Background: an optimization exercise with open tools, aiming at small area, a short achievable clock period and few clock cycles per item. Do not read the settings as production practice. In this exercise RTL edits were held to simulation tests only and were not proved equivalent to the original.

==> flow/design.v <==
module gimli_non_linear_permutation (
  input  logic [31:0] i_x,
  input  logic [31:0] i_y,
  input  logic [31:0] i_z,
  output logic [31:0] o_x,
  output logic [31:0] o_y,
  output logic [31:0] o_z
);
  logic [31:0] w_x;
  logic [31:0] w_y;
  assign w_x = {i_x[7:0], i_x[31:8]};
  assign w_y = {i_y[22:0], i_y[31:23]};
  assign o_z = w_x ^ (i_z << 1) ^ ((w_y & i_z) << 2);
  assign o_y = w_y ^ w_x ^ ((w_x | i_z) << 1);
  assign o_x = i_z ^ w_y ^ ((w_x & w_y) << 3);
endmodule
module gimli_round #(
  parameter bit STATIC_PHASE = 1'b0,
  parameter int PHASE        = 0
) (
  input  logic [383:0] i_state,
  input  logic [4:0]   i_round,
  output logic [383:0] o_state
);
  localparam logic [31:0] RC_BASE = 32'h9e377900;
  logic [11:0][31:0] w_in;
  logic [11:0][31:0] w_sp;
  logic [1:0]        w_phase;
  assign w_in    = i_state;
  assign w_phase = STATIC_PHASE ? 2'(PHASE) : i_round[1:0];
  for (genvar j = 0; j < 4; j++) begin : g_sp
    gimli_non_linear_permutation u_sp (
      .i_x (w_in[j]),
      .i_y (w_in[j+4]),
      .i_z (w_in[j+8]),
      .o_x (w_sp[j]),
      .o_y (w_sp[j+4]),
      .o_z (w_sp[j+8])
    );
  end
  always_comb begin
    o_state = w_sp;
    if (w_phase == 2'b00) begin
      o_state[31:0]   = w_sp[1] ^ RC_BASE ^ {27'd0, i_round};
      o_state[63:32]  = w_sp[0];
      o_state[95:64]  = w_sp[3];
      o_state[127:96] = w_sp[2];
    end else if (w_phase == 2'b10) begin
      o_state[31:0]   = w_sp[2];
      o_state[63:32]  = w_sp[3];
      o_state[95:64]  = w_sp[0];
      o_state[127:96] = w_sp[1];
    end
  end
endmodule
module gimli_permutation_core #(
  parameter int NUMBER_OF_ROUNDS = 24
) (
  input  logic         clk,
  input  logic         rst,
  input  logic [383:0] din_state,
  input  logic         din_valid,
  output logic         din_ready,
  output logic [383:0] dout_state,
  output logic         dout_valid,
  input  logic         dout_ready,
  output logic         busy
);
  localparam int K = 2;
  logic         r_run;     
  logic         r_done;    
  logic [4:0]   r_round;   
  logic [383:0] r_state;
  logic         w_take;
  logic         w_last;
  logic [4:0]   w_round_base;
  logic [K:0][383:0] w_blk;
  assign din_ready = !r_run && (!r_done || dout_ready);
  assign w_take    = din_valid && din_ready;
  assign w_last    = (r_round == 5'(K));
  assign w_round_base = (K % 4 == 0) ? {r_round[4:2], 2'b00} :
                        (K % 2 == 0) ? {r_round[4:1], 1'b0} : r_round;
  for (genvar j = 0; j < K; j++) begin : g_rnd
    gimli_round #(
      .STATIC_PHASE ((K % 4 == 0) || (K % 2 == 0 && j % 2 == 1)),
      .PHASE        ((4 - (j % 4)) % 4)
    ) u_round (
      .i_state (w_blk[j]),
      .i_round (w_round_base - 5'(j)),
      .o_state (w_blk[j+1])
    );
  end
  assign w_blk[0] = r_state;
  always_ff @(posedge clk) begin
    if (w_take)     r_state <= din_state;
    else if (r_run) r_state <= w_blk[K];
  end
  always_ff @(posedge clk or posedge rst) begin
    if (rst) begin
      r_run   <= 1'b0;
      r_done  <= 1'b0;
      r_round <= 5'(NUMBER_OF_ROUNDS);
    end else if (r_run) begin
      if (w_last) begin
        r_run   <= 1'b0;
        r_done  <= 1'b1;
        r_round <= 5'(NUMBER_OF_ROUNDS);
      end else begin
        r_round <= r_round - 5'(K);
      end
    end else if (w_take) begin
      r_run  <= 1'b1;
      r_done <= 1'b0;
    end else if (r_done && dout_ready) begin
      r_done <= 1'b0;
    end
  end
  assign busy       = r_run && !rst;
  assign dout_valid = r_done && !rst;
  assign dout_state = r_state;
endmodule
==> flow/config.mk <==
export PLATFORM = sky130hd
export DESIGN_NAME = gimli_permutation_core
export DESIGN_NICKNAME = gimli_permutation_core
export VERILOG_FILES = /design/flow/design.v
export SDC_FILE = /design/flow/constraint.sdc
export NUM_CORES = 4
export LEC_CHECK = 0
export CAP_MARGIN = 20
export CORE_MARGIN = 2
export CORE_UTILIZATION = 60
export PLACE_DENSITY = 0.75
export SETUP_SLACK_MARGIN = 1.1
export SLEW_MARGIN = 20
==> flow/constraint.sdc <==
create_clock -name core_clock -period 3.5 [get_ports {clk}]
set_input_delay 0.7000 -clock core_clock [delete_from_list [all_inputs] [get_ports {clk}]]
set_output_delay 0.7000 -clock core_clock [all_outputs]
set_load 0.01 [all_outputs]
standard.sh (not shown) runs the stock make flow with config.mk's settings and CLKGATE_MAP_FILE= SYNTH_SCRIPT=/design/flow/synth_recipe.tcl, a recipe that flattens the netlist after the stock synthesis.
==> flow/flow/run.sh <==
#!/bin/bash
# Own layout flow: the standard layout (standard.sh), with the port
# buffers made as sky130_fd_sc_hd__buf_1 instead of the delay buffer that
# buffer_ports picks by default. Every input and output port still gets its
# own buffer; the resizer may resize them like any other cell.
set -euo pipefail
export BUFFER_PORTS_ARGS="-buffer_cell sky130_fd_sc_hd__buf_1"
bash standard.sh finish > standard_flow.log 2>&1
Testbench counts at the start, summed over its fixed seeds: cycles 1,672, items 128.
Edit:
Settings changed: CORE_UTILIZATION 60 to 66, PLACE_DENSITY 0.75 to 0.8.
What happened:
- The changed run went through all stages and came out clean
- wire length barely changes
- die area drops by 8.9%

========
Starts from the design.v that is shown in full above.
clock: 3.5 ns
lec_check: 0
cap_margin: 20
core_margin: 2
core_utilization: 60
place_density: 0.75
setup_slack_margin: 1.5
slew_margin: 20
Scripts as last shown in full above: flow/flow/run.sh
The baseline died in 4_1_cts on DPL-0038.
Testbench counts at the start, summed over its fixed seeds: cycles 1,672, items 128.
Rerun with:
- SETUP_SLACK_MARGIN: 1.5 -> 0.8
- The new run went through all stages and came out clean
- area after synthesis does not change
- synthesized cell count does not change
Rerun with:
- SETUP_SLACK_MARGIN: 0.8 -> 1.9
With this change the flow aborted during 4_1_cts.
Synthesized cell count is unchanged.
Area after synthesis is unchanged.

## separate check: timing with driven ports
Ports are ideal in the flow. The routed layouts listed here were re-timed in OpenROAD.
Step 1: set_driving_cell puts a clkbuf_16 on clk and a buf_2 on each other input, an assumption about the parent block.
Step 2 moves the port delays by t, midway between the first and last clock arrival at a register: inputs arrive t later, outputs are due t later. That takes back most of the time a late clock gives input paths.
Slacks: no drivers / after step 1 / after step 2; pairs: no drivers / after step 1.
run	t, ns	setup WS [ns]	hold WS [ns]	worst setup path at the end	pins driven straight from the clock port
the first run of note 1	0.690	0.953 / 0.953 / 0.503	0.085 / 0.035 / 0.506	input to register	1
the second run of note 1	0.683	0.652 / 0.652 / 0.599	0.012 / -0.036 / 0.525	input to register	1
the second run of note 2	0.675	0.656 / 0.656 / 0.579	0.076 / 0.028 / 0.501	input to register	1
After both steps setup and hold are still met in every run listed. For the first run of note 1, which loses most, drivers alone change the setup slack by 0.000 ns; drivers and shift together by -0.450 ns.
